What follows belongs to an exercise in optimizing a design on an open flow for small area, a short achievable clock period and few clock cycles per item; a production flow would make more cautious choices.
At most, simulation tests tie the RTL to the original design; equivalence was not proved.
Function not checked in runs 4 to 7: the RTL went through the layout flow alone.
Power figures rest on the tool's default switching activity, not on a simulated workload.

==> flow/run.sh <==
#!/bin/bash
# synth_recipe.tcl (not shown) runs the flow's synth.tcl, then flattens the netlist and writes it again
# the make line also repeats each setting of config.mk as NAME=value (left out here)
make -C /OpenROAD-flow-scripts/flow DESIGN_CONFIG=/design/flow/config.mk WORK_HOME=/design/flow/orfs CLKGATE_MAP_FILE= SYNTH_SCRIPT=/design/flow/synth_recipe.tcl finish
==> flow/config.mk <==
export PLATFORM = sky130hd
export DESIGN_NAME = lru_ordered_history_set
export DESIGN_NICKNAME = lru_ordered_history_set
export VERILOG_FILES = /design/flow/design.v
export SDC_FILE = /design/flow/constraint.sdc
export NUM_CORES = 8
export LEC_CHECK = 0
export ABC_CLOCK_PERIOD_IN_PS = 3000
export CAP_MARGIN = 20
export CORE_MARGIN = 2
export CORE_UTILIZATION = 55
export SETUP_SLACK_MARGIN = 5
export SLEW_MARGIN = 20
==> flow/design.v <==
`timescale 1ns / 1ps
package lohs_pkg;
    localparam int KEY_W       = 64;
    localparam int FP_PORT_W   = 64;
    localparam int SLOT_PORT_W = 4;
    localparam int FILL_PORT_W = 5;
    typedef enum logic [1:0] {
        CMD_LOOKUP_OFFSET = 2'd0,
        CMD_LOOKUP_ADDR   = 2'd1,
        CMD_INSERT        = 2'd2,
        CMD_TOUCH         = 2'd3
    } lohs_cmd_t;
endpackage
`timescale 1ns / 1ps
module lohs_cell #(
    parameter int FOOTPRINT_BITS = 64
) (
    input  logic                          clk,
    input  logic                          wr,
    input  logic [lohs_pkg::KEY_W-1:0]    offset_key,
    input  logic [lohs_pkg::KEY_W-1:0]    address_key,
    input  logic [FOOTPRINT_BITS-1:0]     footprint,
    output logic                          eq_offset,
    output logic                          eq_address,
    output logic [FOOTPRINT_BITS-1:0]     cell_footprint
);
    logic [lohs_pkg::KEY_W-1:0] okey_reg;
    logic [lohs_pkg::KEY_W-1:0] akey_reg;
    logic [FOOTPRINT_BITS-1:0]  fp_reg;
    always_ff @(posedge clk)
    begin
        if (wr)
        begin
            okey_reg <= offset_key;
            akey_reg <= address_key;
            fp_reg   <= footprint;
        end
    end
    assign eq_offset      = (okey_reg == offset_key);
    assign eq_address     = (akey_reg == address_key);
    assign cell_footprint = fp_reg;
endmodule
`timescale 1ns / 1ps
module lohs_ctrl #(
    parameter int ENTRIES        = 16,
    parameter int FOOTPRINT_BITS = 64,
    parameter int SLOT_W         = 4,
    parameter int COUNT_W        = 5
) (
    input  logic                                         clk,
    input  logic                                         rst_n,
    input  logic                                         in_valid,
    output logic                                         in_stall,
    input  lohs_pkg::lohs_cmd_t                          cmd,
    input  logic [ENTRIES-1:0]                           cell_eq_o,
    input  logic [ENTRIES-1:0]                           cell_eq_a,
    input  logic [ENTRIES-1:0][FOOTPRINT_BITS-1:0]       cell_footprint,
    output logic [ENTRIES-1:0]                           cell_wr,
    output logic                                         out_valid,
    input  logic                                         out_stall,
    output logic                                         hit,
    output logic [lohs_pkg::SLOT_PORT_W-1:0]             slot,
    output logic [lohs_pkg::FP_PORT_W-1:0]               found_footprint,
    output logic [lohs_pkg::FILL_PORT_W-1:0]             fill_count
);
    localparam int RES_W = 1 + SLOT_W + FOOTPRINT_BITS + COUNT_W;
    logic [COUNT_W-1:0]            count_reg;
    logic [COUNT_W-1:0]            count_next;
    logic [ENTRIES-1:0]            valid;
    logic                          full;
    logic [ENTRIES-1:0][ENTRIES-1:0] rec_reg;
    logic [ENTRIES-1:0][ENTRIES-1:0] newer;
    logic                          b_valid;
    lohs_pkg::lohs_cmd_t           b_cmd;
    logic [ENTRIES-1:0]            b_match;
    logic [SLOT_W-1:0]             b_slot;
    logic [COUNT_W-1:0]            b_fill;
    logic                          o_valid;
    logic [RES_W-1:0]              o_res;
    logic                          s_valid;
    logic [RES_W-1:0]              s_res;
    logic                          stall_reg;
    logic                          accept;
    logic                          insert;
    logic [ENTRIES-1:0]            free_slot;
    logic [ENTRIES-1:0]            promote;
    logic [ENTRIES-1:0]            lru;
    logic [ENTRIES-1:0]            victim;
    logic [SLOT_W-1:0]             victim_num;
    logic                          b_insert;
    logic                          b_touch;
    logic [ENTRIES-1:0]            sel_look;
    logic [ENTRIES-1:0]            sel_touch;
    logic [ENTRIES-1:0]            sel;
    logic                          res_hit;
    logic [SLOT_W-1:0]             res_slot;
    logic [FOOTPRINT_BITS-1:0]     res_fp;
    logic [RES_W-1:0]              res;
    logic                          out_free;
    logic                          fire;
    logic                          o_valid_next;
    logic                          s_valid_next;
    logic                          b_valid_next;
    always_comb
    begin
        for (int s = 0; s < ENTRIES; s++)
        begin
            valid[s]     = (COUNT_W'(s) < count_reg);
            free_slot[s] = (COUNT_W'(s) == count_reg);
        end
        for (int i = 0; i < ENTRIES; i++)
        begin
            for (int j = 0; j < ENTRIES; j++)
            begin
                if (i < j)
                    newer[i][j] = rec_reg[i][j];
                else if (i > j)
                    newer[i][j] = !rec_reg[j][i];
                else
                    newer[i][j] = 1'b0;
            end
        end
    end
    assign full = count_reg[COUNT_W-1];
    assign b_insert = (b_cmd == lohs_pkg::CMD_INSERT);
    assign b_touch  = (b_cmd == lohs_pkg::CMD_TOUCH);
    always_comb
    begin
        for (int s = 0; s < ENTRIES; s++)
        begin
            sel_look[s] = b_match[s];
            for (int t = 0; t < ENTRIES; t++)
            begin
                if (t != s)
                    sel_look[s] = sel_look[s] && (!b_match[t] || newer[s][t]);
            end
            sel_touch[s] = b_match[s];
            for (int t = 0; t < s; t++)
            begin
                sel_touch[s] = sel_touch[s] && !b_match[t];
            end
        end
        if (b_insert)
            sel = '0;
        else if (b_touch)
            sel = sel_touch;
        else
            sel = sel_look;
        res_hit = !b_insert && (|b_match);
        res_slot = b_insert ? b_slot : '0;
        res_fp   = '0;
        for (int s = 0; s < ENTRIES; s++)
        begin
            if (sel[s])
                res_slot = res_slot | SLOT_W'(s);
            res_fp = res_fp | (cell_footprint[s] & {FOOTPRINT_BITS{sel[s]}});
        end
        promote = (b_valid && b_touch) ? sel_touch : '0;
    end
    assign res = {res_hit, res_slot, res_fp, b_fill};
    assign accept = in_valid && !stall_reg;
    assign insert = accept && (cmd == lohs_pkg::CMD_INSERT);
    always_comb
    begin
        for (int s = 0; s < ENTRIES; s++)
        begin
            lru[s] = !promote[s];
            for (int t = 0; t < ENTRIES; t++)
            begin
                if (t != s)
                    lru[s] = lru[s] && (promote[t] || newer[t][s]);
            end
        end
        victim     = full ? lru : free_slot;
        victim_num = '0;
        for (int s = 0; s < ENTRIES; s++)
        begin
            if (victim[s])
                victim_num = victim_num | SLOT_W'(s);
        end
        cell_wr    = insert ? victim : '0;
        count_next = (insert && !full) ? count_reg + COUNT_W'(1) : count_reg;
    end
    always_ff @(posedge clk or negedge rst_n)
    begin
        if (!rst_n)
        begin
            count_reg <= '0;
        end
        else
        begin
            count_reg <= count_next;
        end
    end
    for (genvar i = 0; i < ENTRIES; i++)
    begin : g_rec_row
        for (genvar j = i + 1; j < ENTRIES; j++)
        begin : g_rec_col
            always_ff @(posedge clk)
            begin
                if (cell_wr[i])
                    rec_reg[i][j] <= 1'b1;
                else if (cell_wr[j])
                    rec_reg[i][j] <= 1'b0;
                else if (promote[i])
                    rec_reg[i][j] <= 1'b1;
                else if (promote[j])
                    rec_reg[i][j] <= 1'b0;
            end
        end
    end
    assign out_free     = !o_valid || !out_stall;
    assign fire         = b_valid && (out_free || !s_valid);
    assign o_valid_next = out_free ? (s_valid || b_valid) : 1'b1;
    assign s_valid_next = out_free ? (s_valid && b_valid) : (s_valid || b_valid);
    assign b_valid_next = accept || (b_valid && !fire);
    always_ff @(posedge clk or negedge rst_n)
    begin
        if (!rst_n)
        begin
            b_valid   <= 1'b0;
            o_valid   <= 1'b0;
            s_valid   <= 1'b0;
            stall_reg <= 1'b0;
        end
        else
        begin
            b_valid   <= b_valid_next;
            o_valid   <= o_valid_next;
            s_valid   <= s_valid_next;
            stall_reg <= b_valid_next && o_valid_next && s_valid_next;
        end
    end
    always_ff @(posedge clk)
    begin
        if (accept)
        begin
            b_cmd   <= cmd;
            b_match <= ((cmd == lohs_pkg::CMD_LOOKUP_OFFSET) ? cell_eq_o : cell_eq_a) & valid;
            b_slot  <= victim_num;
            b_fill  <= count_next;
        end
        if (out_free && (s_valid || b_valid))
        begin
            o_res <= s_valid ? s_res : res;
        end
        if (b_valid && (s_valid ? out_free : !out_free))
        begin
            s_res <= res;
        end
    end
    assign in_stall = stall_reg;
    assign out_valid = o_valid;
    assign {hit, slot, found_footprint, fill_count} = o_res;
endmodule
`timescale 1ns / 1ps
module lru_ordered_history_set #(
    parameter int ENTRIES        = 16,
    parameter int FOOTPRINT_BITS = 64
) (
    input  logic                                 clk,
    input  logic                                 rst_n,
    input  logic                                 in_valid,
    output logic                                 in_stall,
    input  logic [1:0]                           cmd,
    input  logic [lohs_pkg::KEY_W-1:0]           offset_key,
    input  logic [lohs_pkg::KEY_W-1:0]           address_key,
    input  logic [lohs_pkg::FP_PORT_W-1:0]       entry_footprint,
    output logic                                 out_valid,
    input  logic                                 out_stall,
    output logic                                 hit,
    output logic [lohs_pkg::SLOT_PORT_W-1:0]     slot,
    output logic [lohs_pkg::FP_PORT_W-1:0]       found_footprint,
    output logic [lohs_pkg::FILL_PORT_W-1:0]     fill_count
);
    localparam int SLOT_W  = (ENTRIES > 1) ? $clog2(ENTRIES) : 1;
    localparam int COUNT_W = $clog2(ENTRIES + 1);
    logic [ENTRIES-1:0]                      cell_wr;
    logic [ENTRIES-1:0]                      cell_eq_o;
    logic [ENTRIES-1:0]                      cell_eq_a;
    logic [ENTRIES-1:0][FOOTPRINT_BITS-1:0]  cell_fp;
    lohs_ctrl #(
        .ENTRIES        (ENTRIES),
        .FOOTPRINT_BITS (FOOTPRINT_BITS),
        .SLOT_W         (SLOT_W),
        .COUNT_W        (COUNT_W)
    ) u_ctrl (
        .clk              (clk),
        .rst_n            (rst_n),
        .in_valid         (in_valid),
        .in_stall         (in_stall),
        .cmd              (lohs_pkg::lohs_cmd_t'(cmd)),
        .cell_eq_o        (cell_eq_o),
        .cell_eq_a        (cell_eq_a),
        .cell_footprint   (cell_fp),
        .cell_wr          (cell_wr),
        .out_valid        (out_valid),
        .out_stall        (out_stall),
        .hit              (hit),
        .slot             (slot),
        .found_footprint  (found_footprint),
        .fill_count       (fill_count)
    );
    for (genvar c = 0; c < ENTRIES; c++)
    begin : g_cell
        lohs_cell #(
            .FOOTPRINT_BITS (FOOTPRINT_BITS)
        ) u_cell (
            .clk            (clk),
            .wr             (cell_wr[c]),
            .offset_key     (offset_key),
            .address_key    (address_key),
            .footprint      (entry_footprint[FOOTPRINT_BITS-1:0]),
            .eq_offset      (cell_eq_o[c]),
            .eq_address     (cell_eq_a[c]),
            .cell_footprint (cell_fp[c])
        );
    end
endmodule
==> flow/constraint.sdc <==
create_clock -name core_clock -period 9.0 [get_ports {clk}]
set_input_delay 1.8000 -clock core_clock [delete_from_list [all_inputs] [get_ports {clk}]]
set_output_delay 1.8000 -clock core_clock [all_outputs]
set_load 0.01 [all_outputs]
==> results of run 1 <==
## where the power goes
group	total, mW	internal (mW)	leakage, nW	switching [mW]
clock network	14.3	8.26	5.45	6.03
registers	19.1	18.2	30.4	0.862
logic	4.79	1.73	16.8	3.06
total	38.2	28.2	52.7	9.95
## worst min-delay path by stage
stage / startpoint / end / slack (ns)
3_3_place_gp: u_ctrl.b_fill[1] / u_ctrl.s_res[1] / 0.44
2_1_floorplan: u_ctrl.b_fill[0] / u_ctrl.s_res[0] / 0.42
3_5_place_dp: u_ctrl.b_fill[0] / u_ctrl.s_res[0] / 0.45
4_1_cts: u_ctrl.b_fill[4] / u_ctrl.s_res[4] / 0.41
6_report: u_ctrl.b_fill[4] / u_ctrl.s_res[4] / 0.42
5_1_grt: u_ctrl.b_fill[4] / u_ctrl.s_res[4] / 0.44
## final cells by class
cell class / instances / area [um2]
inverter: 307 / 1270
fill: 17800 / 88300
clock inverter: 176 / 1540
timing repair inverter: 11 / 190
sequential: 3376 / 100000
multi-input combinational: 4604 / 34900
clock buffer: 448 / 9600
antenna: 10 / 25.0
timing repair buffer: 761 / 8260
tap: 3330 / 4170
## synth_stat cells, types with 29 or more instances
cell,number,area [um2]
a21boi_0,32,240
a21o_1,30,225
a21oi_1,151,756
a221o_1,43,430
a221oi_1,93,815
a222oi_1,101,1010
a22o_1,98,858
a22oi_1,178,1340
buf_1,80,300
buf_2,68,340
clkbuf_1,338,1270
dfxtp_1,120,2400
edfxtp_1,3247,97500
inv_1,288,1080
mux2_2,46,518
nand2_1,204,766
nand2b_1,74,463
nand3_1,102,510
nand4_1,321,2010
nor2_1,71,267
nor2b_1,29,181
nor3_1,46,230
nor4_1,357,2230
o2111ai_1,77,674
o211ai_1,41,308
o21ai_0,330,1650
o221ai_1,35,307
o22ai_1,168,1050
o2bb2ai_1,70,613
xnor2_1,762,6670
xor2_1,869,7610
## worst max-delay path, cell delays in order
cell and delay (ns):
buf_2 0.63, xor2_1 0.15, nor4_1 0.22, nand4_1 0.43, nor4_1 0.93, nand3_1 0.49, a21oi_1 0.26
## kinds of logic (layout without fill, tap and decap cells)
family / count (synthesis) / after routing
flops: 3376 / 3376
buf+inv: 809 / 1703
compound gates: 1604 / 1604
simple gates: 1314 / 1318
fa+ha+maj: 5 / 5
xor+xnor: 1631 / 1631
other cells: 0 / 10
mux: 46 / 46
## through the flow
stage / cells / total power [mW]
3_3_place_gp: 12200 / 23.7
5_1_grt: 13000 / 39.2
3_5_place_dp: 12200 / 23.8
6_report: 13000 / 38.2
4_1_cts: 13000 / 38.1
2_1_floorplan: 8785 / 21.4
## timing repair
item                                    4_1_cts  5_1_grt
setup buffers                                71       27
gates cloned                                 51       21
resized for setup                           249       99
endpoints found under the setup margin     3297     2096
pin swaps                                    23       22
## per-layer routing
metal | track usage, % | vias to the layer above | wire [um]
met3 | 8.03 | 1032 | 55000
met5 | 0 | - | 86
met1 | 52.5 | 44800 | 189000
met4 | 14.0 | 12 | 21200
met2 | 54.5 | 5788 | 211000
li1 | - | 35500 | -
==> results.tsv, run 1 <==
metric	value	unit
holdWs	0.419	ns
avgSynthCellArea	15.6	um2
syn_inst	8785	
ir_drop	0.000204	V
grt_first_pass_wirelength	652000	um
cp.required	9.81	ns
drv_cap	0	
reg2reg_depth	11	
async_flop_share	0.267	%
relSlewSlack	18.2	%
worst_skew_pair.late_latency	1.01	ns
postLayoutCoreUtil	64.5	%
synth_flop_cell	edfxtp_1	
rows	183	
layout_common_cells	3,247 x edfxtp_1, 869 x xor2_1, 762 x xnor2_1	
clockBufferDepth	4	
timing.rr.start	u_ctrl.b_match[3]	
start_util	55.3	%
cts.clk_slew.worst_paths	0.06	ns
setup_viol	0	
critPathLaunchType	input pin	
die_h	504	um
drv_slew	0	
drtIter0Drc	14000	
finalCriticalPeriod	4.11	ns
synth-compound-area-share	8.45	%
synth_nets	8987	
hp-class	flop to flop	
cts.sinks	3376	
grt_remaining_overflow	0	
drive_gt1_share	13.9	%
endpoint	u_ctrl.b_match[10]	
io_buffers	273	
cp-startpoint	address_key[8]	
synth_cell_types	91	
cts_made_buffers	361	
fin_tns_setup	0	ns
nets	9624	
placed_cell_area	145000	um2
htreeDepth	5	
wire_per_inst	36.5	um
synth_top_family_by_area	XOR/XNOR gates	
worstMarginPinSlew	1.22	ns
grt_max_degree	90	
drc	0	
synth_fa_ha_area_share	0.0437	%
wirelength	476000	um
num_vias	87100	
fin_crit_sh	45.7	%
powerDensity	238	nW/um2
synth_edf_count	3247	
hold_violations	0	
antenna_left	0	
synth.cell_area	137000	um2
crit_fanout	23	
cts_hold_buf	0	
area_growth	16.5	%
grt_pass1_vias	82900	
leakage	52.7	nW
r2r_end	g_cell[1].u_cell.akey_reg[3]	
rsz0062_at_grt	yes	
dp_slack	2.91	ns
fin_skew	0.0954	ns
max_freq	243	MHz
synth_simple_gate_area_share	5.52	%
die_w	504	um
timing.final.ws_setup	4.89	ns
io_pins	274	
first_pass_iters	9	
clockRootBuffer	clkbuf_16	
synth_seq_area_share	72.9	%
mostFrequentLayoutCell	edfxtp_1	
ys_seq_elements	3376	
worst_ep_arrival_time	4.92	ns
via_per_inst	6.69	
fin_area	160000	um2
place.gp.congestion	0.994	
antenna_found_initial	30	
die-area	254000	um2
ys_warn_count	2	
cts_tree	done	
r2r_setup_slack	4.95	ns
status	timing/DRC/antenna clean	
coreArea	248000	um2
muxShareOfSynthArea	0.377	%
worstSetupEndpointType	flop	
worstSetupPathType	input pin to flop	
dpl.hpwl	276000	um
synth_xor_area_share	10.4	%
worst_hold_path.num_cells	0	
grt_usage	36.5	%
Testbench counts, summed over its fixed seeds: cycles 32,016, items 32,000.
==> run 2: changes to the inputs <==
--- a/flow/config.mk
+++ b/flow/config.mk
@@ -10,3 +10,3 @@
 export CORE_MARGIN = 2
-export CORE_UTILIZATION = 55
+export CORE_UTILIZATION = 25
 export SETUP_SLACK_MARGIN = 5
==> results.tsv, run 2 <==
metric	value	unit	change
ys_seq_elements	3376		unchanged
drc	0		unchanged
cp-startpoint	u_ctrl.b_match[13]		
synth_edf_count	3247		unchanged
cp_slowest_cell	o2111ai_1		
setup_viol	0		unchanged
die-area	556000	um2	+120%
wire_per_inst	29.1	um	-20%
worstSetupEndpointType	flop		
cp_num_buf_inv	3		+2
io_buffers	273		unchanged
hp-class	flop to flop		
timing.rr.start	u_ctrl.b_match[13]		
first_pass_iters	9		unchanged
synth_fa_ha_area_share	0.0437	%	unchanged
worstMarginPinSlew	1.22	ns	+0.00466 ns
grt_first_pass_wirelength	662000	um	+1.5%
cts_made_buffers	358		-0.83%
synth_seq_area_share	72.9	%	unchanged
rows	272		+49%
start_util	25.1	%	-30 points
reg2reg_depth	10		-1
muxShareOfSynthArea	0.377	%	unchanged
hold_start	u_ctrl.b_fill[1]		
finalCriticalPeriod	4.14	ns	+0.0276 ns
path_depth	10		+3
multi_input_area	35000	um2	+0.23%
place.gp.congestion	0.943		-5.1%
synth.most_common_cell	edfxtp_1		
synth_top_area_cell	edfxtp_1		
yosys-top-cells-count	3,247 x edfxtp_1, 869 x xor2_1, 762 x xnor2_1, 357 x nor4_1, 338 x clkbuf_1		
coreArea	548000	um2	+120%
async_flop_share	0.267	%	unchanged
hold_violations	0		unchanged
synth_nets	8987		unchanged
grt_pass1_vias	80000		-3.5%
rsz0062_at_grt	yes		
endpoint	u_ctrl.o_res[67]		
dpl.hpwl	290000	um	+5.2%
worst_ep_arrival_time	4.82	ns	-0.10 ns
antenna_found_initial	105		+250%
worst_skew_pair.late_latency	1.00	ns	about the same
synth-compound-area-share	8.45	%	unchanged
critPathLaunchType	flop		
seqCellArea	100000	um2	about the same
cts_hold_buf	0		unchanged
via_per_inst	5.01		-25%
synth_flop_cell	edfxtp_1		
fin_crit_sh	46.0	%	+0.31 points
leakage	52.7	nW	about the same
htreeDepth	5		unchanged
layout_common_cells	3,247 x edfxtp_1, 869 x xor2_1, 762 x xnor2_1		
power	38.2	mW	+0.14%
io_pins	274		unchanged
ys_warn_count	2		unchanged
r2r_setup_slack	4.86	ns	-0.09 ns
nets	9612		-0.12%
drive_gt1_share	14.1	%	+0.29 points
crit_path_max_incr_delay	0.57	ns	-0.36 ns
die_h	745	um	+48%
cts_tree	done		
grt_max_degree	86		-4.4%
grt_usage	16.6	%	-20 points
grt_remaining_overflow	0		unchanged
area_growth	20.1	%	
num_vias	85100		-2.3%
avgSynthCellArea	15.6	um2	unchanged
synth_cell_types	91		unchanged
ir_drop	0.000161	V	-21%
fin_skew	0.0898	ns	-0.00554 ns
drtIter0Drc	11800		-16%
syn_inst	8785		unchanged
synth_top_family_by_area	XOR/XNOR gates		
drv_cap	0		unchanged
cts.sinks	3376		unchanged
clockBufferDepth	4		unchanged
wirelength	494000	um	+3.8%
max_freq	242	MHz	-0.67%
critical-path-top-delay-family	simple AND/OR/NAND/NOR gates		
die_w	745	um	+48%
synth_xor_area_share	10.4	%	unchanged
r2r_end	u_ctrl.o_res[67]		
worstPathCellList	buf_4, clkinvlp_4, o2111ai_1, nor4_4, buf_4, or2_4, a221o_1, nor4_1, nand2_1, mux2_2		
synth_area_leaders	edfxtp_1 71%, xor2_1 5.5%, xnor2_1 4.9%, dfxtp_1 1.7%, nor4_1 1.6%		
fin_tns_setup	0	ns	unchanged
fill_cells	54000		+200%
drv_slew	0		unchanged
crit_fanout	37		+61%
powerDensity	232	nW/um2	-2.8%
mostFrequentLayoutCell	edfxtp_1		
cp.required	9.68	ns	-0.13 ns
relSlewSlack	17.9	%	-0.31 points
synth_top_area_share	71.0	%	unchanged
antenna_left	0		unchanged
synth_simple_gate_area_share	5.52	%	unchanged
cts.clk_slew.worst_paths	0.06	ns	about the same
clockRootBuffer	clkbuf_16		
worstSetupPathType	flop to flop		
status	timing/DRC/antenna clean		
crit_top_cell	buf_4		
synth.cell_area	137000	um2	unchanged
run 2: area by class of cell:
cell class | instances | share of cell area, %
timing repair buffer | 753 | 4.97
clock inverter | 221 | 1.06
clock buffer | 434 | 5.69
antenna | 14 | 0.0212
tap | 7261 | 5.51
sequential | 3376 | 60.7
multi-input combinational | 4605 | 21.2
timing repair inverter | 9 | 0.0675
inverter | 307 | 0.771
run 2: worst min-delay path by stage:
stage | slack (ns) | end | depth (start not counted)
after CTS | 0.49 | u_ctrl.s_res[1] | 0
final | 0.48 | u_ctrl.s_res[1] | 0
after floorplan | 0.42 | u_ctrl.s_res[0] | 0
after detailed placement | 0.47 | u_ctrl.s_res[1] | 0
after global placement | 0.47 | u_ctrl.s_res[1] | 0
after global routing | 0.51 | u_ctrl.s_res[1] | 0
run 2: metal layers:
layer	vias up	wire [um]	GRT usage (%)
li1	35500	-	-
met1	43600	199000	22.3
met2	4831	227000	27.0
met3	1102	45600	2.97
met4	58	22700	5.80
met5	-	350	0
run 2: cells by family after synthesis:
logic type / after synthesis
AO/OA/AOI/OAI: 1604
AND/OR/NAND/NOR: 1314
multiplexers: 46
buffers and inverters: 809
flip-flops: 3376
adder cells (fa/ha/maj): 5
XOR/XNOR: 1631
run 2: metrics by stage:
stage	util [%]	hold WS, ns	area (um2)	worst slack, ns	instances
after CTS	29.8	0.487	163000	4.89	16900
after global placement	27.3	0.467	149000	2.84	16100
after floorplan	-	0.422	138000	2.65	8785
after detailed placement	27.3	0.473	149000	2.82	16100
after global routing	30.1	0.509	165000	4.93	17000
final	30.1	0.476	165000	4.86	17000
run 2: timing repair:
action	in CTS	in global routing
gates resized for setup	265	133
setup endpoints to repair	3320	2610
pin swaps	22	18
setup buffers	75	17
cloned	36	45
run 2: report_power, final:
group	leakage [nW]	internal (mW)	switching, mW
registers	30.4	18.2	0.936
logic	16.8	1.71	3.07
clock network	5.46	7.98	6.30
==> run 3: changes to the inputs <==
--- a/flow/config.mk
+++ b/flow/config.mk
@@ -7,3 +7,2 @@
 export LEC_CHECK = 0
-export ABC_CLOCK_PERIOD_IN_PS = 3000
 export CAP_MARGIN = 20
@@ -11,3 +10,2 @@
 export CORE_UTILIZATION = 25
-export SETUP_SLACK_MARGIN = 5
 export SLEW_MARGIN = 20
==> results.tsv, run 3 <==
metric	value	unit	change
critical-path-top-delay-family	simple AND/OR/NAND/NOR gates		
drv_cap	0		unchanged
synth_seq_area_share	72.9	%	unchanged
htreeDepth	5		unchanged
mostFrequentLayoutCell	edfxtp_1		
cts_hold_buf	0		unchanged
hold_violations	0		unchanged
first_pass_iters	8		-1
rows	272		unchanged
io_buffers	273		unchanged
synth_edf_count	3247		unchanged
drtIter0Drc	11100		-5.9%
p_clk_share	38.0	%	+0.6 points
hold_start	u_ctrl.b_fill[1]		
cts_setup_buffers	0		-100%
powerDensity	238	nW/um2	+2.7%
crit_top_cell	buf_4		
async_flop_share	0.267	%	unchanged
setup_viol	0		unchanged
grt_remaining_overflow	0		unchanged
synth_cell_types	91		unchanged
fin_tns_setup	0	ns	unchanged
avgSynthCellArea	15.6	um2	unchanged
start_util	25.1	%	unchanged
syn_inst	8785		unchanged
ir_drop	0.000190	V	+18%
fin_area	161000	um2	-2.5%
worst_ep_arrival_time	6.65	ns	+1.83 ns
synth_flop_cell	edfxtp_1		
die-area	556000	um2	unchanged
grt_pass1_vias	79000		-1.2%
drc	0		unchanged
status	timing/DRC/antenna clean		
reg2reg_depth	11		+1
cts.clk_slew.worst_paths	0.06	ns	about the same
cts.sinks	3376		unchanged
io_pins	274		unchanged
p_switching	10.2	mW	-0.56%
worstSetupPathType	flop to flop		
grt_max_degree	122		+42%
dpl.hpwl	291000	um	+0.44%
area_growth	17.1	%	
worstPathCellList	buf_4, nor4_4, nand4_1, or2_0, buf_4, a2111oi_0, and4_1, a21oi_1, nand2b_4, inv_8, buf_4		
fin_crit_sh	67.9	%	+22 points
max_freq	164	MHz	-32%
cts_made_buffers	349		-2.5%
swShare	26.8	%	-0.20 points
wire_per_inst	27.7	um	-4.7%
hp-class	flop to flop		
comb_power_share	11.7	%	-0.8 points
wirelength	466000	um	-5.7%
ys_warn_count	2		unchanged
synth.cell_area	137000	um2	unchanged
path_depth	11		+1
layout_common_cells	3,247 x edfxtp_1, 869 x xor2_1, 762 x xnor2_1		
num_vias	83100		-2.3%
via_per_inst	4.94		-1.3%
finalCriticalPeriod	6.11	ns	+1.97 ns
die_h	745	um	unchanged
pwr-share-seq	50.3	%	about the same
cp_slowest_cell	nor4_4		
drive_gt1_share	11.5	%	-2.6 points
antenna_found_initial	78		-26%
coreArea	548000	um2	unchanged
internal-power	28.1	mW	+0.45%
fin_skew	0.131	ns	+0.0415 ns
worst_skew_pair.late_latency	1.03	ns	+0.03 ns
clockRootBuffer	clkbuf_16		
crit_path_max_incr_delay	0.78	ns	+0.21 ns
synth_area_leaders	edfxtp_1 71%, xor2_1 5.5%, xnor2_1 4.9%, dfxtp_1 1.7%, nor4_1 1.6%		
rsz0062_at_grt	no		
postCtsResizedCells	0		-100%
leakage	51.1	nW	-3.2%
cp-startpoint	u_ctrl.b_match[2]		
antenna_left	0		unchanged
worst_hold_path.num_cells	0		unchanged
drv_slew	0		unchanged
yosys-top-cells-count	3,247 x edfxtp_1, 869 x xor2_1, 762 x xnor2_1, 357 x nor4_1, 338 x clkbuf_1		
critPathLaunchType	flop		
crit_fanout	108		+190%
worstMarginPinSlew	1.19	ns	-0.0266 ns
grt_first_pass_wirelength	641000	um	-3.1%
synth.most_common_cell	edfxtp_1		
cp.required	9.54	ns	-0.14 ns
synth_nets	8987		unchanged
cp_num_buf_inv	4		+1
die_w	745	um	unchanged
ys_seq_elements	3376		unchanged
relSlewSlack	20.4	%	+2.5 points
grt_usage	16.0	%	-0.61 points
synth_top_area_cell	edfxtp_1		
place.gp.congestion	0.939		-0.48%
timing.rr.start	u_ctrl.b_match[2]		
synth_top_area_share	71.0	%	unchanged
worstSetupEndpointType	flop		
nets	9444		-1.7%
cts_tree	done		
placed_cell_area	149000	um2	about the same
clockBufferDepth	4		unchanged
[run 3: final timing paths]
check                                              end  slack [ns]
max                        g_cell[1].u_cell.fp_reg[51]        2.89
min                                    u_ctrl.s_res[1]        0.46
max reg2reg                g_cell[1].u_cell.fp_reg[51]        2.89
min reg2reg                            u_ctrl.s_res[1]        0.46
max in group asynchronous               u_ctrl.s_valid        7.11
min in group asynchronous             u_ctrl.stall_reg        1.34
[run 3: per-stage QoR]
| step | setup slack, ns | std cells | hold slack (ns) | utilization, % | power [mW] |
|---|---|---|---|---|---|
| floorplan | 0.363 | 8785 | 0.422 | - | 21.4 |
| global placement | 2.68 | 16100 | 0.435 | 27.3 | 24.0 |
| detailed placement | 2.74 | 16100 | 0.445 | 27.3 | 24.0 |
| CTS | 2.96 | 16800 | 0.459 | 29.3 | 38.5 |
| global route | 2.77 | 16800 | 0.474 | 29.4 | 39.4 |
| finish | 2.89 | 16800 | 0.462 | 29.4 | 38.3 |
[run 3: layout make-up]
class,count,area (um2)
Fill cell,54400,387000
Sequential cell,3376,100000
Multi-Input combinational cell,4600,34300
Clock buffer,437,9220
Tap cell,7261,9080
Timing Repair Buffer,608,4820
Clock inverter,202,2120
Inverter,307,1230
Antenna cell,16,40.0
[run 3: routing by layer]
layer  GRT usage (%)  vias to the layer above  share of wire (%)
met5               0                        -              0.029
met4            4.80                       24                3.5
met3            2.66                      868                8.2
met2            26.3                     4145                 47
met1            21.6                    43000                 41
li1                -                    35100                  -
[run 3: worst reg2reg max path: stages (launching register included)]
cell and delay, ns:
edfxtp_1 0.36, buf_4 0.25, nor4_4 0.80, nand4_1 0.72, or2_0 0.45, buf_4 0.20
a2111oi_0 0.58, and4_1 0.33, a21oi_1 0.17, nand2b_4 0.29, inv_8 0.73, buf_4 0.73
[run 3: kinds of logic after synthesis]
family,share of synthesized area (%)
buf+inv,2.33
simple gates,5.52
compound gates,8.45
mux,0.377
xor+xnor,10.4
flops,72.9
fa+ha+maj,0.0437
[run 3: power groups by stage]
stage | combinational, mW | sequential (mW) | clock [mW]
floorplan | 2.35 | 19.0 | 0
global placement | 4.43 | 19.6 | 0
detailed placement | 4.44 | 19.6 | 0
CTS | 4.46 | 19.2 | 14.8
global route | 4.76 | 19.3 | 15.3
finish | 4.47 | 19.3 | 14.5
==> run 4: changes to the inputs <==
--- a/flow/design.v
+++ b/flow/design.v
@@ -19,5 +19,7 @@
     input  logic                          wr,
+    input  logic [lohs_pkg::KEY_W-1:0]    wr_offset_key,
+    input  logic [lohs_pkg::KEY_W-1:0]    wr_address_key,
+    input  logic [FOOTPRINT_BITS-1:0]     wr_footprint,
     input  logic [lohs_pkg::KEY_W-1:0]    offset_key,
     input  logic [lohs_pkg::KEY_W-1:0]    address_key,
-    input  logic [FOOTPRINT_BITS-1:0]     footprint,
     output logic                          eq_offset,
@@ -33,5 +35,5 @@
         begin
-            okey_reg <= offset_key;
-            akey_reg <= address_key;
-            fp_reg   <= footprint;
+            okey_reg <= wr_offset_key;
+            akey_reg <= wr_address_key;
+            fp_reg   <= wr_footprint;
         end
@@ -54,2 +56,5 @@
     input  lohs_pkg::lohs_cmd_t                          cmd,
+    input  logic [lohs_pkg::KEY_W-1:0]                   offset_key,
+    input  logic [lohs_pkg::KEY_W-1:0]                   address_key,
+    input  logic [FOOTPRINT_BITS-1:0]                    entry_footprint,
     input  logic [ENTRIES-1:0]                           cell_eq_o,
@@ -58,2 +63,5 @@
     output logic [ENTRIES-1:0]                           cell_wr,
+    output logic [lohs_pkg::KEY_W-1:0]                   wr_offset_key,
+    output logic [lohs_pkg::KEY_W-1:0]                   wr_address_key,
+    output logic [FOOTPRINT_BITS-1:0]                    wr_footprint,
     output logic                                         out_valid,
@@ -73,2 +81,3 @@
     logic                          b_valid;
+    logic                          b_new;       
     lohs_pkg::lohs_cmd_t           b_cmd;
@@ -76,3 +85,5 @@
     logic [SLOT_W-1:0]             b_slot;
-    logic [COUNT_W-1:0]            b_fill;
+    logic [lohs_pkg::KEY_W-1:0]    b_okey;
+    logic [lohs_pkg::KEY_W-1:0]    b_akey;
+    logic [FOOTPRINT_BITS-1:0]     b_fp;
     logic                          o_valid;
@@ -83,5 +94,8 @@
     logic                          accept;
-    logic                          insert;
+    logic                          fwd_match;
+    logic [ENTRIES-1:0]            match_next;
+    logic                          b_insert;
+    logic                          b_touch;
+    logic                          do_insert;
     logic [ENTRIES-1:0]            free_slot;
-    logic [ENTRIES-1:0]            promote;
     logic [ENTRIES-1:0]            lru;
@@ -89,4 +103,3 @@
     logic [SLOT_W-1:0]             victim_num;
-    logic                          b_insert;
-    logic                          b_touch;
+    logic [ENTRIES-1:0]            promote;
     logic [ENTRIES-1:0]            sel_look;
@@ -124,4 +137,29 @@
     assign full = count_reg[COUNT_W-1];
-    assign b_insert = (b_cmd == lohs_pkg::CMD_INSERT);
-    assign b_touch  = (b_cmd == lohs_pkg::CMD_TOUCH);
+    assign b_insert  = (b_cmd == lohs_pkg::CMD_INSERT);
+    assign b_touch   = (b_cmd == lohs_pkg::CMD_TOUCH);
+    assign do_insert = b_new && b_insert;
+    always_comb
+    begin
+        for (int s = 0; s < ENTRIES; s++)
+        begin
+            lru[s] = 1'b1;
+            for (int t = 0; t < ENTRIES; t++)
+            begin
+                if (t != s)
+                    lru[s] = lru[s] && newer[t][s];
+            end
+        end
+        victim     = full ? lru : free_slot;
+        victim_num = '0;
+        for (int s = 0; s < ENTRIES; s++)
+        begin
+            if (victim[s])
+                victim_num = victim_num | SLOT_W'(s);
+        end
+        cell_wr    = do_insert ? victim : '0;
+        count_next = (do_insert && !full) ? count_reg + COUNT_W'(1) : count_reg;
+    end
+    assign wr_offset_key  = b_okey;
+    assign wr_address_key = b_akey;
+    assign wr_footprint   = b_fp;
     always_comb
@@ -148,4 +186,4 @@
             sel = sel_look;
-        res_hit = !b_insert && (|b_match);
-        res_slot = b_insert ? b_slot : '0;
+        res_hit  = !b_insert && (|b_match);
+        res_slot = b_insert ? (b_new ? victim_num : b_slot) : '0;
         res_fp   = '0;
@@ -157,28 +195,5 @@
         end
-        promote = (b_valid && b_touch) ? sel_touch : '0;
-    end
-    assign res = {res_hit, res_slot, res_fp, b_fill};
-    assign accept = in_valid && !stall_reg;
-    assign insert = accept && (cmd == lohs_pkg::CMD_INSERT);
-    always_comb
-    begin
-        for (int s = 0; s < ENTRIES; s++)
-        begin
-            lru[s] = !promote[s];
-            for (int t = 0; t < ENTRIES; t++)
-            begin
-                if (t != s)
-                    lru[s] = lru[s] && (promote[t] || newer[t][s]);
-            end
-        end
-        victim     = full ? lru : free_slot;
-        victim_num = '0;
-        for (int s = 0; s < ENTRIES; s++)
-        begin
-            if (victim[s])
-                victim_num = victim_num | SLOT_W'(s);
-        end
-        cell_wr    = insert ? victim : '0;
-        count_next = (insert && !full) ? count_reg + COUNT_W'(1) : count_reg;
+        promote = cell_wr | ((b_new && b_touch) ? sel_touch : '0);
     end
+    assign res = {res_hit, res_slot, res_fp, count_next};
     always_ff @(posedge clk or negedge rst_n)
@@ -200,7 +215,3 @@
             begin
-                if (cell_wr[i])
-                    rec_reg[i][j] <= 1'b1;
-                else if (cell_wr[j])
-                    rec_reg[i][j] <= 1'b0;
-                else if (promote[i])
+                if (promote[i])
                     rec_reg[i][j] <= 1'b1;
@@ -211,2 +222,16 @@
     end
+    assign accept = in_valid && !stall_reg;
+    assign fwd_match = (cmd == lohs_pkg::CMD_LOOKUP_OFFSET) ? (b_okey == offset_key)
+                                                            : (b_akey == address_key);
+    always_comb
+    begin
+        for (int s = 0; s < ENTRIES; s++)
+        begin
+            if (cell_wr[s])
+                match_next[s] = fwd_match;
+            else
+                match_next[s] = valid[s] &&
+                    ((cmd == lohs_pkg::CMD_LOOKUP_OFFSET) ? cell_eq_o[s] : cell_eq_a[s]);
+        end
+    end
     assign out_free     = !o_valid || !out_stall;
@@ -221,2 +246,3 @@
             b_valid   <= 1'b0;
+            b_new     <= 1'b0;
             o_valid   <= 1'b0;
@@ -228,2 +254,3 @@
             b_valid   <= b_valid_next;
+            b_new     <= accept;
             o_valid   <= o_valid_next;
@@ -235,2 +262,8 @@
     begin
+        b_okey <= offset_key;
+        b_akey <= address_key;
+        b_fp   <= entry_footprint;
+    end
+    always_ff @(posedge clk)
+    begin
         if (accept)
@@ -238,5 +271,7 @@
             b_cmd   <= cmd;
-            b_match <= ((cmd == lohs_pkg::CMD_LOOKUP_OFFSET) ? cell_eq_o : cell_eq_a) & valid;
-            b_slot  <= victim_num;
-            b_fill  <= count_next;
+            b_match <= match_next;
+        end
+        if (b_new)
+        begin
+            b_slot <= victim_num;
         end
@@ -281,2 +316,5 @@
     logic [ENTRIES-1:0][FOOTPRINT_BITS-1:0]  cell_fp;
+    logic [lohs_pkg::KEY_W-1:0]              wr_okey;
+    logic [lohs_pkg::KEY_W-1:0]              wr_akey;
+    logic [FOOTPRINT_BITS-1:0]               wr_fp;
     lohs_ctrl #(
@@ -292,2 +330,5 @@
         .cmd              (lohs_pkg::lohs_cmd_t'(cmd)),
+        .offset_key       (offset_key),
+        .address_key      (address_key),
+        .entry_footprint  (entry_footprint[FOOTPRINT_BITS-1:0]),
         .cell_eq_o        (cell_eq_o),
@@ -296,2 +337,5 @@
         .cell_wr          (cell_wr),
+        .wr_offset_key    (wr_okey),
+        .wr_address_key   (wr_akey),
+        .wr_footprint     (wr_fp),
         .out_valid        (out_valid),
@@ -310,5 +354,7 @@
             .wr             (cell_wr[c]),
+            .wr_offset_key  (wr_okey),
+            .wr_address_key (wr_akey),
+            .wr_footprint   (wr_fp),
             .offset_key     (offset_key),
             .address_key    (address_key),
-            .footprint      (entry_footprint[FOOTPRINT_BITS-1:0]),
             .eq_offset      (cell_eq_o[c]),
--- a/flow/config.mk
+++ b/flow/config.mk
@@ -9,3 +9,4 @@
 export CORE_MARGIN = 2
-export CORE_UTILIZATION = 25
+export CORE_UTILIZATION = 55
+export SETUP_SLACK_MARGIN = 5
 export SLEW_MARGIN = 20
==> results.tsv, run 4 <==
metric	value	unit	change
status	timing/DRC/antenna clean		
grt_max_degree	130		+6.6%
rsz0062_at_grt	yes		
yosys-top-cells-count	3,238 x edfxtp_1, 1,451 x xnor2_1, 653 x xor2_1, 520 x nand4_1, 376 x clkbuf_1		
cts_made_buffers	376		+7.7%
worstSetupPathType	input pin to flop		
rows	186		-32%
avgSynthCellArea	15.8	um2	+1.1%
synth_nets	9170		+2.0%
layout_common_cells	3,238 x edfxtp_1, 1,446 x xnor2_1, 652 x xor2_1		
start_util	55.2	%	+30 points
synth_top_area_share	68.6	%	-2.4 points
ir_drop	0.000229	V	+21%
max_freq	246	MHz	+50%
finalCriticalPeriod	4.07	ns	-2.04 ns
nets	9804		+3.8%
synth_seq_area_share	73.2	%	+0.34 points
fin_tns_setup	0	ns	unchanged
post-place-cells	12600		-22%
cts.clk_slew.worst_paths	0.06	ns	about the same
grt_usage	39.8	%	+24 points
fin_skew	0.0922	ns	-0.0391 ns
via_per_inst	6.73		+36%
place.gp.congestion	0.956		+1.8%
cts.sinks	3564		+5.6%
synth_cell_types	77		-15%
critPathLaunchType	input pin		
synth_flop_cell	edfxtp_1		
crit_path_max_incr_delay	0.54	ns	-0.24 ns
synth.cell_area	142000	um2	+3.2%
wire_per_inst	39.8	um	+44%
worst_hold_path.num_cells	0		unchanged
drc	0		unchanged
holdWs	0.429	ns	-0.0329 ns
cp_slowest_cell	nor4_4		
critical-path-top-delay-family	simple AND/OR/NAND/NOR gates		
timing.final.ws_setup	4.93	ns	+2.04 ns
timing.rr.start	u_ctrl.b_match[11]		
crit_top_cell	nand4_1		
first_pass_iters	6		-2
grt_first_pass_wirelength	710000	um	+11%
worstPathCellList	clkdlybuf4s50_1, buf_4, xnor2_1, nand4_1, nor4_2, nand4_1, nor4_4, o21ai_1, mux2i_1		
cp_num_buf_inv	2		-2
io_pins	274		unchanged
clockBufferDepth	4		unchanged
synth.most_common_cell	edfxtp_1		
reg2reg_depth	10		-1
htreeDepth	5		unchanged
worst_skew_pair.late_latency	1.00	ns	-0.03 ns
cp.required	9.80	ns	+0.26 ns
r2r_setup_slack	4.98	ns	+2.09 ns
io_buffers	273		unchanged
die_h	512	um	-31%
cp-startpoint	address_key[16]		
worstMarginPinSlew	1.31	ns	+0.120 ns
hold_violations	0		unchanged
antenna_left	0		unchanged
synth_area_leaders	edfxtp_1 69%, xnor2_1 9.0%, dfxtp_1 4.5%, xor2_1 4.0%, nand4_1 2.3%		
leakage	52.8	nW	+3.4%
r2r_end	u_ctrl.o_res[35]		
synth_edf_count	3238		-0.28%
power	39.7	mW	+3.8%
ys_warn_count	2		unchanged
worst_ep_arrival_time	4.87	ns	-1.78 ns
area_growth	15.9	%	
setup_viol	0		unchanged
drv_slew	0		unchanged
fill_cells	18400		-66%
drtIter0Drc	16300		+48%
die-area	262000	um2	-53%
hp-class	flop to flop		
clockRootBuffer	clkbuf_16		
dp_slack	3.07	ns	+0.329 ns
die_w	512	um	-31%
num_vias	89500		+7.7%
worstSetupEndpointType	flop		
async_flop_share	0.281	%	+0.014 points
dpl.hpwl	307000	um	+5.6%
wirelength	530000	um	+14%
syn_inst	8968		+2.1%
holdPathEnd	g_cell[3].u_cell.akey_reg[24]		
coreArea	257000	um2	-53%
drive_gt1_share	13.0	%	+1.4 points
antenna_found_initial	54		-31%
crit_fanout	19		-82%
multi_input_area	37200	um2	+8.5%
grt_remaining_overflow	0		unchanged
synth_top_area_cell	edfxtp_1		
fin_crit_sh	45.2	%	-23 points
drv_cap	0		unchanged
hold_start	u_ctrl.b_akey[24]		
mostFrequentLayoutCell	edfxtp_1		
seqCellArea	104000	um2	+3.7%
grt_pass1_vias	82800		+4.7%
final_cells	13300		-21%
relSlewSlack	12.4	%	-8.0 points
cts_tree	done		
ys_seq_elements	3564		+5.6%
powerDensity	242	nW/um2	+1.6%
-- run 4: cell count changes after synthesis, sizes merged, moves of 58 or more --
cell	change
a21oi	-138
a31oi	+63
buf	-59
dfxtp	+196
inv	-203
nand2	+156
nand4	+200
nor4	-60
o21ai	-80
o22ai	-138
o2bb2ai	-58
xnor2	+689
xor2	-216
-- run 4: layout make-up --
type | instances | area share, %
antenna | 20 | 0.0304
multi-input combinational | 4841 | 22.6
sequential | 3564 | 63.2
tap | 3384 | 2.58
clock inverter | 150 | 0.947
timing repair buffer | 733 | 4.07
clock buffer | 529 | 6.37
inverter | 86 | 0.215
-- run 4: what timing repair did --
item,CTS,global route
setup endpoints to repair,581,511
hold buffers,0,0
gates resized for setup,189,130
gates cloned,2,2
pin swaps,16,28
buffers inserted,16,34
-- run 4: kinds of logic (layout without fill, tap and decap cells) --
family	count (synthesis)	after routing	synth area share, %
AOI/OAI and AO/OA	1010	1011	5.16
DFF	3564	3564	73.2
other	0	20	0
adders and majority gates	5	5	0.0424
xor gates and xnor gates	2104	2104	13.0
buffers and inverters	565	1498	1.63
muxes	21	21	0.154
and+or+nand+nor	1699	1700	6.80
-- run 4: where the power goes --
part	switching, mW	total (mW)	internal (mW)
Combinational	2.91	4.44	1.53
Clock	6.42	15.3	8.90
Sequential	0.917	20.0	19.1
-- run 4: worst max-delay path by stage --
stage | to | cells past startpoint
after floorplan | u_ctrl.rec_reg[59] | 8
after global placement | u_ctrl.b_match[0] | 8
after detailed placement | u_ctrl.b_match[3] | 9
after CTS | u_ctrl.b_match[7] | 9
after global routing | u_ctrl.b_match[11] | 9
final | u_ctrl.b_match[7] | 9
-- run 4: layer usage --
| metal | vias up | GRT usage (%) | part of all wire (%) |
|---|---|---|---|
| met5 | - | 0 | 0.028 |
| met2 | 6945 | 59.4 | 44 |
| met4 | 22 | 15.7 | 4.8 |
| met3 | 1147 | 8.89 | 13 |
| li1 | 35400 | - | - |
| met1 | 46000 | 57.2 | 38 |
-- run 4: through the flow --
step / util (%) / area [um2]
after floorplan: - / 142000
after detailed placement: 58.6 / 151000
final: 64.0 / 164000
after global placement: 58.6 / 150000
after CTS: 63.7 / 163000
after global routing: 64.0 / 164000
==> run 5: changes to the inputs <==
--- a/flow/config.mk
+++ b/flow/config.mk
@@ -10,2 +10,3 @@
 export CORE_UTILIZATION = 55
+export CTS_BUF_LIST = sky130_fd_sc_hd__clkbuf_4 sky130_fd_sc_hd__clkbuf_8
 export SETUP_SLACK_MARGIN = 5
==> results.tsv, run 5 <==
metric	value	unit	change
setup_viol	0		unchanged
grt_pass1_vias	85100		+2.9%
synth_cell_types	77		unchanged
cts.sinks	3564		unchanged
worstSetupEndpointType	flop		
cp.required	10.03	ns	+0.23 ns
powerDensity	238	nW/um2	-1.7%
fin_area	163000	um2	-0.56%
fill_cells	18800		+2.1%
cts_made_buffers	590		+57%
max_freq	238	MHz	-3.3%
grt_usage	40.0	%	+0.22 points
cts.clk_slew.worst_paths	0.06	ns	about the same
worst_skew_pair.late_latency	1.21	ns	+0.21 ns
ir_drop	0.000165	V	-28%
synth_top_area_cell	edfxtp_1		
ys_seq_elements	3564		unchanged
die-area	262000	um2	unchanged
nets	9990		+1.9%
io_pins	274		unchanged
syn_inst	8968		unchanged
fin_skew	0.0614	ns	-0.0309 ns
antenna_found_initial	60		+11%
post-place-cells	12600		unchanged
synth_top_area_share	68.6	%	unchanged
htreeDepth	6		+1
rows	186		unchanged
synth.most_common_cell	edfxtp_1		
area_growth	15.3	%	
worstMarginPinSlew	1.33	ns	+0.0121 ns
drv_slew	0		unchanged
die_w	512	um	unchanged
fin_tns_setup	0	ns	unchanged
hp-class	flop to flop		
drv_cap	0		unchanged
first_pass_iters	9		+3
hold_violations	0		unchanged
clockBufferDepth	4		unchanged
place.gp.congestion	0.956		unchanged
synth.cell_area	142000	um2	unchanged
avgSynthCellArea	15.8	um2	unchanged
final_cells	13700		+2.8%
via_per_inst	6.63		-1.5%
seqCellArea	104000	um2	unchanged
layout_common_cells	3,238 x edfxtp_1, 1,449 x xnor2_1, 658 x clkbuf_8		
ys_warn_count	2		unchanged
fin_crit_sh	46.8	%	+1.6 points
leakage	52.9	nW	+0.26%
timing.final.ws_setup	4.79	ns	-0.140 ns
placed_cell_area	151000	um2	unchanged
dp_slack	3.07	ns	unchanged
die_h	512	um	unchanged
num_vias	90700		+1.3%
yosys-top-cells-count	3,238 x edfxtp_1, 1,451 x xnor2_1, 653 x xor2_1, 520 x nand4_1, 376 x clkbuf_1		
async_flop_share	0.281	%	unchanged
synth_area_leaders	edfxtp_1 69%, xnor2_1 9.0%, dfxtp_1 4.5%, xor2_1 4.0%, nand4_1 2.3%		
dpl.hpwl	307000	um	unchanged
io_buffers	273		unchanged
grt_first_pass_wirelength	716000	um	+0.73%
drive_gt1_share	16.3	%	+3.3 points
antenna_left	0		unchanged
drtIter0Drc	16000		-1.9%
grt_remaining_overflow	0		unchanged
crit_fanout	12		-7
synth_nets	9170		unchanged
rsz0062_at_grt	yes		
status	timing/DRC/antenna clean		
mostFrequentLayoutCell	edfxtp_1		
worstSetupPathType	input pin to flop		
cts_tree	done		
start_util	55.2	%	unchanged
worst_ep_arrival_time	5.24	ns	+0.37 ns
clockRootBuffer	clkbuf_8		
coreArea	257000	um2	unchanged
wire_per_inst	39.0	um	-2.1%
drc	0		unchanged
wirelength	533000	um	+0.68%
synth_seq_area_share	73.2	%	unchanged
synth_flop_cell	edfxtp_1		
grt_max_degree	130		unchanged
critPathLaunchType	input pin		
finalCriticalPeriod	4.21	ns	+0.140 ns
multi_input_area	36800	um2	-0.98%
relSlewSlack	11.6	%	-0.81 points
synth_edf_count	3238		unchanged
power	38.9	mW	-2.2%
## run 5: cell counts after synthesis
Identical to the previous run, type by type.
## run 5: what timing repair did
action	in CTS	in global routing
hold buffers	0	0
buffers inserted	20	3
gates resized for setup	132	65
endpoints found under the hold margin	0	0
endpoints found under the setup margin	642	197
pin swaps	9	15
gates cloned	3	0
## run 5: final timing paths
kind	start	cells past startpoint	slack, ns	end
max	offset_key[40]	8	4.79	u_ctrl.b_match[2]
min	u_ctrl.b_akey[24]	0	0.43	g_cell[3].u_cell.akey_reg[24]
max reg2reg	u_ctrl.b_match[2]	10	4.95	u_ctrl.o_res[66]
min reg2reg	u_ctrl.b_akey[24]	0	0.43	g_cell[3].u_cell.akey_reg[24]
max in group asynchronous	rst_n	1	7.40	u_ctrl.count_reg[0]
min in group asynchronous	rst_n	1	1.04	u_ctrl.count_reg[4]
## run 5: cell families after synthesis
family | count (synthesis) | share of synthesized area (%)
and+or+nand+nor | 1699 | 6.80
muxes | 21 | 0.154
adders and majority gates | 5 | 0.0424
buffers and inverters | 565 | 1.63
AOI/OAI and AO/OA | 1010 | 5.16
DFF | 3564 | 73.2
xor gates and xnor gates | 2104 | 13.0
## run 5: per-stage QoR
stage                     hold slack [ns]  utilization (%)
after floorplan                     0.436                -
final                               0.428             63.7
after global placement              0.416             58.6
after detailed placement            0.416             58.6
after global routing                0.433             63.7
after CTS                           0.427             63.5
## run 5: worst max-delay path, cell delays in order
cell and delay [ns]:
buf_2 0.41, buf_4 0.45, xor2_1 0.12, nor4_1 0.95, nand3_1 0.55, nor4_2 0.57
o21ai_0 0.18, mux2i_1 0.14
## run 5: cell type report
cell class,instances,area share [%]
multi-input cells,4842,22.5
diodes,19,0.0291
well taps,3384,2.59
inverters,86,0.216
clock buffers,898,6.64
flip-flops and latches,3564,63.5
clock inverters,188,0.658
repair buffers,704,3.82
## run 5: metal layers
metal  vias up  track usage [%]  part of all wire (%)
met5         -                0                 0.031
met4        26             16.5                   4.9
met3      1177             9.66                    13
met2      7182             59.6                    44
met1     46500             56.8                    38
li1      35900                -                     -
## run 5: power by group
part	total, mW	switching [mW]	leakage [nW]	internal [mW]
combinational	4.39	2.91	14.5	1.48
sequential	20.0	0.918	32.0	19.1
clock	14.5	6.63	6.36	7.83
==> run 6: changes to the inputs <==
==> flow/flow/run.sh (new file) <==
#!/bin/bash
set -euo pipefail
MARGIN=$(cat flow/margin.txt)
bash standard.sh SETUP_SLACK_MARGIN=$MARGIN finish > make_finish.log 2>&1
==> flow/flow/margin.txt (new file) <==
5.7
==> flow/standard.sh (new file) <==
#!/bin/bash
# synth_recipe.tcl (not shown) runs the flow's synth.tcl, then flattens the netlist and writes it again
# the make line also repeats each setting of config.mk as NAME=value (left out here)
make -C /OpenROAD-flow-scripts/flow DESIGN_CONFIG=/design/flow/config.mk WORK_HOME=/design/flow/orfs CLKGATE_MAP_FILE= SYNTH_SCRIPT=/design/flow/synth_recipe.tcl "${@:-finish}"
--- a/flow/config.mk
+++ b/flow/config.mk
@@ -10,3 +10,2 @@
 export CORE_UTILIZATION = 55
-export CTS_BUF_LIST = sky130_fd_sc_hd__clkbuf_4 sky130_fd_sc_hd__clkbuf_8
 export SETUP_SLACK_MARGIN = 5
removed: flow/run.sh
==> results.tsv, run 6 <==
metric	value	unit	change
leakage	59.7	nW	+13%
wirelength	578000	um	+8.5%
cp_num_buf_inv	2		unchanged
clockRootBuffer	clkbuf_16		
muxShareOfSynthArea	0.154	%	unchanged
ys_seq_elements	3564		unchanged
via_per_inst	6.77		+2.2%
synth.cell_area	142000	um2	unchanged
io_buffers	273		unchanged
p_clk_share	37.8	%	+0.6 points
layout_common_cells	3,238 x edfxtp_1, 1,359 x xnor2_1, 696 x buf_4		
die_h	512	um	unchanged
final_cells	14100		+2.7%
drtIter0Drc	18100		+13%
rows	186		unchanged
wire_per_inst	41.2	um	+5.6%
grt_remaining_overflow	0		unchanged
ys_warn_count	2		unchanged
cts_made_buffers	376		-36%
crit_fanout	7		-5
first_pass_iters	8		-1
synth_top_area_cell	edfxtp_1		
worstPathCellList	buf_6, buf_12, xnor2_1, nand4_1, nor4_1, nand4_1, nor3_4, o21ai_1, mux2i_1		
fin_skew	0.0836	ns	+0.0222 ns
drive_gt1_share	23.7	%	+7.4 points
relSlewSlack	18.0	%	+6.4 points
p_switching	10.8	mW	+3.1%
htreeDepth	5		-1
grt_usage	43.0	%	+3.0 points
worst_ep_arrival_time	4.45	ns	-0.79 ns
status	timing/DRC/antenna clean		
io_pins	274		unchanged
post-place-cells	12600		unchanged
fin_tns_setup	0	ns	unchanged
hp-class	flop to flop		
synth-compound-area-share	5.16	%	unchanged
pwr-share-seq	49.1	%	-2.4 points
synth_edf_count	3238		unchanged
fin_crit_sh	40.5	%	-6.3 points
cp_slowest_cell	nor3_4		
rsz0062_at_grt	yes		
grt_pass1_vias	87000		+2.2%
antenna_left	0		unchanged
synth_xor_area_share	13.0	%	unchanged
drv_slew	0		unchanged
synth_top_family_by_area	XOR/XNOR gates		
max_freq	274	MHz	+15%
die_w	512	um	unchanged
avgSynthCellArea	15.8	um2	unchanged
drc	0		unchanged
comb_power_share	13.1	%	+1.8 points
finalCriticalPeriod	3.64	ns	-0.564 ns
start_util	55.2	%	unchanged
synth_top_area_share	68.6	%	unchanged
yosys-top-cells-count	3,238 x edfxtp_1, 1,451 x xnor2_1, 653 x xor2_1, 520 x nand4_1, 376 x clkbuf_1		
crit_path_max_incr_delay	0.57	ns	-0.38 ns
cp.required	9.81	ns	-0.22 ns
swShare	26.4	%	-0.47 points
internal-power	30.0	mW	+5.6%
num_vias	95200		+4.9%
worstMarginPinSlew	1.23	ns	-0.0959 ns
die-area	262000	um2	unchanged
antenna_found_initial	61		+1.7%
grt_first_pass_wirelength	761000	um	+6.4%
worstSetupPathType	input pin to flop		
synth_flop_cell	edfxtp_1		
synth_cell_types	77		unchanged
drv_cap	0		unchanged
place.gp.congestion	0.956		unchanged
synth_simple_gate_area_share	6.80	%	unchanged
cts.sinks	3564		unchanged
nets	10500		+5.6%
critPathLaunchType	input pin		
clockBufferDepth	4		unchanged
synth_area_leaders	edfxtp_1 69%, xnor2_1 9.0%, dfxtp_1 4.5%, xor2_1 4.0%, nand4_1 2.3%		
synth_nets	9170		unchanged
coreArea	257000	um2	unchanged
area_growth	25.5	%	
crit_top_cell	nand4_1		
hold_violations	0		unchanged
cts_tree	done		
worst_skew_pair.late_latency	1.00	ns	-0.21 ns
setup_viol	0		unchanged
mostFrequentLayoutCell	edfxtp_1		
worstSetupEndpointType	flop		
syn_inst	8968		unchanged
critical-path-top-delay-family	simple AND/OR/NAND/NOR gates		
grt_max_degree	122		-6.2%
powerDensity	229	nW/um2	-3.7%
synth.most_common_cell	edfxtp_1		
dpl.hpwl	307000	um	unchanged
synth_seq_area_share	73.2	%	unchanged
ir_drop	0.000230	V	+39%
cts.clk_slew.worst_paths	0.06	ns	about the same
async_flop_share	0.281	%	unchanged
synth_fa_ha_area_share	0.0424	%	unchanged
[run 6: cell counts after synthesis]
Identical to the previous run, type by type.
[run 6: path summary, 6_finish.rpt]
kind                       cells after the start              start                             to  slack [ns]
max                                            9     offset_key[24]              u_ctrl.b_match[7]        5.36
min in group asynchronous                      1              rst_n                 u_ctrl.o_valid        1.31
min                                            0  u_ctrl.b_akey[24]  g_cell[3].u_cell.akey_reg[24]        0.43
max in group asynchronous                      1              rst_n            u_ctrl.count_reg[0]        7.11
max reg2reg                                   14  u_ctrl.b_match[3]               u_ctrl.o_res[27]        5.50
min reg2reg                                    0  u_ctrl.b_akey[24]  g_cell[3].u_cell.akey_reg[24]        0.43
[run 6: power groups by stage]
stage / registers (mW) / clock network (mW) / logic [mW]
floorplan: 20.0 / 0 / 2.19
global placement: 20.3 / 0 / 4.20
detailed placement: 20.3 / 0 / 4.24
CTS: 19.9 / 15.4 / 4.89
global route: 20.0 / 16.0 / 5.47
finish: 20.0 / 15.4 / 5.34
[run 6: logic make-up (layout without fill, tap and decap cells)]
group / after synthesis / in the layout
AO/OA/AOI/OAI: 1010 / 1013
XOR/XNOR: 2104 / 2104
adder cells (fa/ha/maj): 5 / 5
buffers and inverters: 565 / 2236
flip-flops: 3564 / 3564
multiplexers: 21 / 21
other: 0 / 24
AND/OR/NAND/NOR: 1699 / 1703
[run 6: routing by layer]
metal / up-vias / wire length, um / global-route usage (%)
met5: - / 322 / 0
met4: 24 / 35300 / 20.4
met3: 1560 / 83700 / 12.2
met2: 8199 / 250000 / 62.9
met1: 48400 / 209000 / 59.8
li1: 36900 / - / -
[run 6: worst register-to-register path, cell delays in order (launching register included)]
cell	delay, ns
edfxtp_1	0.48
buf_12	0.19
or4_4	0.54
buf_6	0.15
buf_6	0.11
or4_4	0.51
nor3_4	0.21
buf_12	0.14
or2_4	0.14
buf_12	0.12
buf_16	0.16
buf_8	0.16
a22oi_2	0.05
and4b_1	0.22
a31oi_1	0.17
[run 6: final cells by class]
type / count / area [um2]
sequential: 3564 / 104000
fill: 17100 / 78700
multi-input combinational: 4846 / 40500
timing repair buffer: 1471 / 17000
clock buffer: 529 / 10500
tap: 3384 / 4230
clock inverter: 150 / 1560
inverter: 86 / 360
antenna: 24 / 60.1
[run 6: per-stage QoR]
step	hold slack (ns)	area (um2)	total power, mW	worst slack (ns)	util (%)
final	0.429	178000	40.8	5.36	69.3
after global placement	0.416	150000	24.5	2.67	58.6
after detailed placement	0.416	151000	24.5	3.07	58.6
after global routing	0.439	178000	41.5	5.42	69.3
after floorplan	0.436	142000	22.2	3.91	-
after CTS	0.430	175000	40.2	5.48	68.1
[run 6: what timing repair did]
action	in CTS	in global routing
gates resized for setup	1716	379
hold buffers	0	0
pin swaps	277	234
gates cloned	53	14
endpoints found under the setup margin	2251	832
buffers inserted	601	129
==> run 7: changes to the inputs <==
--- a/flow/config.mk
+++ b/flow/config.mk
@@ -10,2 +10,5 @@
 export CORE_UTILIZATION = 55
+export CTS_BUF_LIST = sky130_fd_sc_hd__clkbuf_16
+export CTS_CLUSTER_DIAMETER = 80
+export CTS_CLUSTER_SIZE = 25
 export SETUP_SLACK_MARGIN = 5
==> results.tsv, run 7 <==
metric	value	unit	change
layout_common_cells	3,238 x edfxtp_1, 1,362 x xnor2_1, 645 x xor2_1		
clockBufferDepth	3		-1
hp-class	flop to flop		
hold_violations	0		unchanged
cp.required	9.72	ns	-0.09 ns
crit_top_cell	nor4_2		
fin_skew	0.0486	ns	-0.0350 ns
nets	10200		-2.9%
status	timing/DRC/antenna clean		
htreeDepth	4		-1
setup_viol	0		unchanged
timing.final.ws_setup	5.21	ns	-0.148 ns
cts.sinks	3564		unchanged
synth_nets	9170		unchanged
multi_input_area	39900	um2	-1.4%
fin_tns_setup	0	ns	unchanged
fin_crit_sh	42.1	%	+1.6 points
synth.cell_area	142000	um2	unchanged
synth_edf_count	3238		unchanged
num_vias	93600		-1.7%
worst_ep_arrival_time	4.51	ns	+0.06 ns
synth_flop_cell	edfxtp_1		
antenna_found_initial	51		-16%
via_per_inst	6.89		+1.7%
worstMarginPinSlew	1.28	ns	+0.0534 ns
synth.most_common_cell	edfxtp_1		
antenna_left	0		unchanged
critical-path-top-delay-family	simple AND/OR/NAND/NOR gates		
drtIter0Drc	18400		+1.4%
worstPathCellList	dlygate4sd2_1, buf_12, xor2_1, nor4_2, nand4_1, nor4_2, buf_4, a31oi_4, mux2i_1		
ys_warn_count	2		unchanged
syn_inst	8968		unchanged
leakage	56.3	nW	-5.8%
synth_seq_area_share	73.2	%	unchanged
crit_path_max_incr_delay	0.59	ns	+0.02 ns
worstSetupPathType	input pin to flop		
synth_top_area_share	68.6	%	unchanged
dp_slack	3.07	ns	unchanged
cts_made_buffers	173		-54%
max_freq	264	MHz	-3.9%
cts.clk_slew.worst_paths	0.09	ns	+0.03 ns
synth_cell_types	77		unchanged
rows	186		unchanged
synth_area_leaders	edfxtp_1 69%, xnor2_1 9.0%, dfxtp_1 4.5%, xor2_1 4.0%, nand4_1 2.3%		
drv_cap	0		unchanged
grt_remaining_overflow	0		unchanged
async_flop_share	0.281	%	unchanged
dpl.hpwl	307000	um	unchanged
die_h	512	um	unchanged
start_util	55.2	%	unchanged
grt_max_degree	130		+6.6%
grt_pass1_vias	84800		-2.6%
critPathLaunchType	input pin		
coreArea	257000	um2	unchanged
ir_drop	0.000239	V	+3.7%
ys_seq_elements	3564		unchanged
powerDensity	203	nW/um2	-12%
worstSetupEndpointType	flop		
crit_fanout	8		+1
drive_gt1_share	20.1	%	-3.6 points
relSlewSlack	14.3	%	-3.7 points
grt_usage	42.4	%	-0.62 points
seqCellArea	104000	um2	about the same
place.gp.congestion	0.956		unchanged
cp_num_buf_inv	3		+1
fill_cells	18000		+5.6%
clockRootBuffer	clkbuf_16		
mostFrequentLayoutCell	edfxtp_1		
wirelength	571000	um	-1.2%
avgSynthCellArea	15.8	um2	unchanged
drc	0		unchanged
rsz0062_at_grt	yes		
yosys-top-cells-count	3,238 x edfxtp_1, 1,451 x xnor2_1, 653 x xor2_1, 520 x nand4_1, 376 x clkbuf_1		
io_pins	274		unchanged
synth_top_area_cell	edfxtp_1		
wire_per_inst	42.0	um	+2.1%
first_pass_iters	9		+1
worst_skew_pair.late_latency	0.92	ns	-0.08 ns
finalCriticalPeriod	3.79	ns	+0.148 ns
grt_first_pass_wirelength	749000	um	-1.6%
cp_slowest_cell	nand4_1		
area_growth	20.1	%	
cts_tree	done		
io_buffers	273		unchanged
drv_slew	0		unchanged
die_w	512	um	unchanged
die-area	262000	um2	unchanged
-- run 7: cell counts after synthesis --
Identical to the previous run, type by type.
-- run 7: cells by family after synthesis --
| kind of cell | share of synthesized area [%] |
|---|---|
| flops | 73.2 |
| xor+xnor | 13.0 |
| simple gates | 6.80 |
| compound gates | 5.16 |
| buf+inv | 1.63 |
| mux | 0.154 |
| fa+ha+maj | 0.0424 |
-- run 7: report_power, final --
group,total (mW),internal (mW),switching [mW]
logic,5.22,1.95,3.27
clock network,9.27,3.82,5.45
registers,20.0,19.0,0.951
-- run 7: cell type report --
type	count	area share [%]
repair buffers	1365	9.63
inverters	86	0.216
multi-input cells	4845	23.4
clock buffers	179	2.63
flip-flops and latches	3564	61.0
clock inverters	143	0.553
diodes	23	0.0338
well taps	3384	2.49
-- run 7: routing by layer --
metal	global-route usage, %	wire length (um)	up-vias
met1	60.0	208000	48000
met2	62.5	248000	7918
li1	-	-	36200
met4	18.8	33500	22
met5	0	144	-
met3	10.5	81700	1433
-- run 7: timing repair --
action                                   CTS  global route
cloned                                    60            21
buffers inserted                         552            57
hold buffers                               0             0
resized for setup                       1745           185
pin swaps                                291            81
endpoints found under the hold margin      0             0
endpoints found under the setup margin  2272           966
-- run 7: worst reg2reg max path, stage by stage (launching register included) --
cell,delay (ns)
dfxtp_1,1.18
xnor2_4,0.20
nand4_1,0.19
nor4_2,0.29
nand4_1,0.53
nor4_2,0.51
buf_4,0.24
a31oi_4,0.10
mux2i_1,0.24
-- run 7: path summary, 6_finish.rpt --
kind                            slack, ns  cells after the start         startpoint                            end
worst max-delay path                 5.21                      9     offset_key[49]             u_ctrl.b_match[15]
worst min-delay path                 0.44                      0  u_ctrl.b_akey[24]  g_cell[3].u_cell.akey_reg[24]
worst max register to register       5.33                      8  u_ctrl.b_okey[38]             u_ctrl.b_match[15]
worst min register to register       0.44                      0  u_ctrl.b_akey[24]  g_cell[3].u_cell.akey_reg[24]
max in group asynchronous            7.08                      1              rst_n            u_ctrl.count_reg[1]
min in group asynchronous            1.36                      1              rst_n                 u_ctrl.o_valid
-- run 7: through the flow --
step / power (mW) / cells / hold WS (ns) / util [%] / area (um2)
global route: 35.2 / 13600 / 0.448 / 66.3 / 170000
finish: 34.5 / 13600 / 0.442 / 66.3 / 170000
detailed placement: 24.5 / 12600 / 0.416 / 58.6 / 151000
CTS: 34.1 / 13500 / 0.439 / 65.5 / 168000
global placement: 24.5 / 12500 / 0.416 / 58.6 / 150000
floorplan: 22.2 / 8968 / 0.436 / - / 142000

Re-timed with assumed drivers on the ports (clkbuf_16 on the clock, buf_2 on other inputs), run 7 has 5.277 ns of setup slack against 5.209 ns with ideal ports, and 4.285 ns once port delays also move by the mid clock arrival of 0.992 ns.
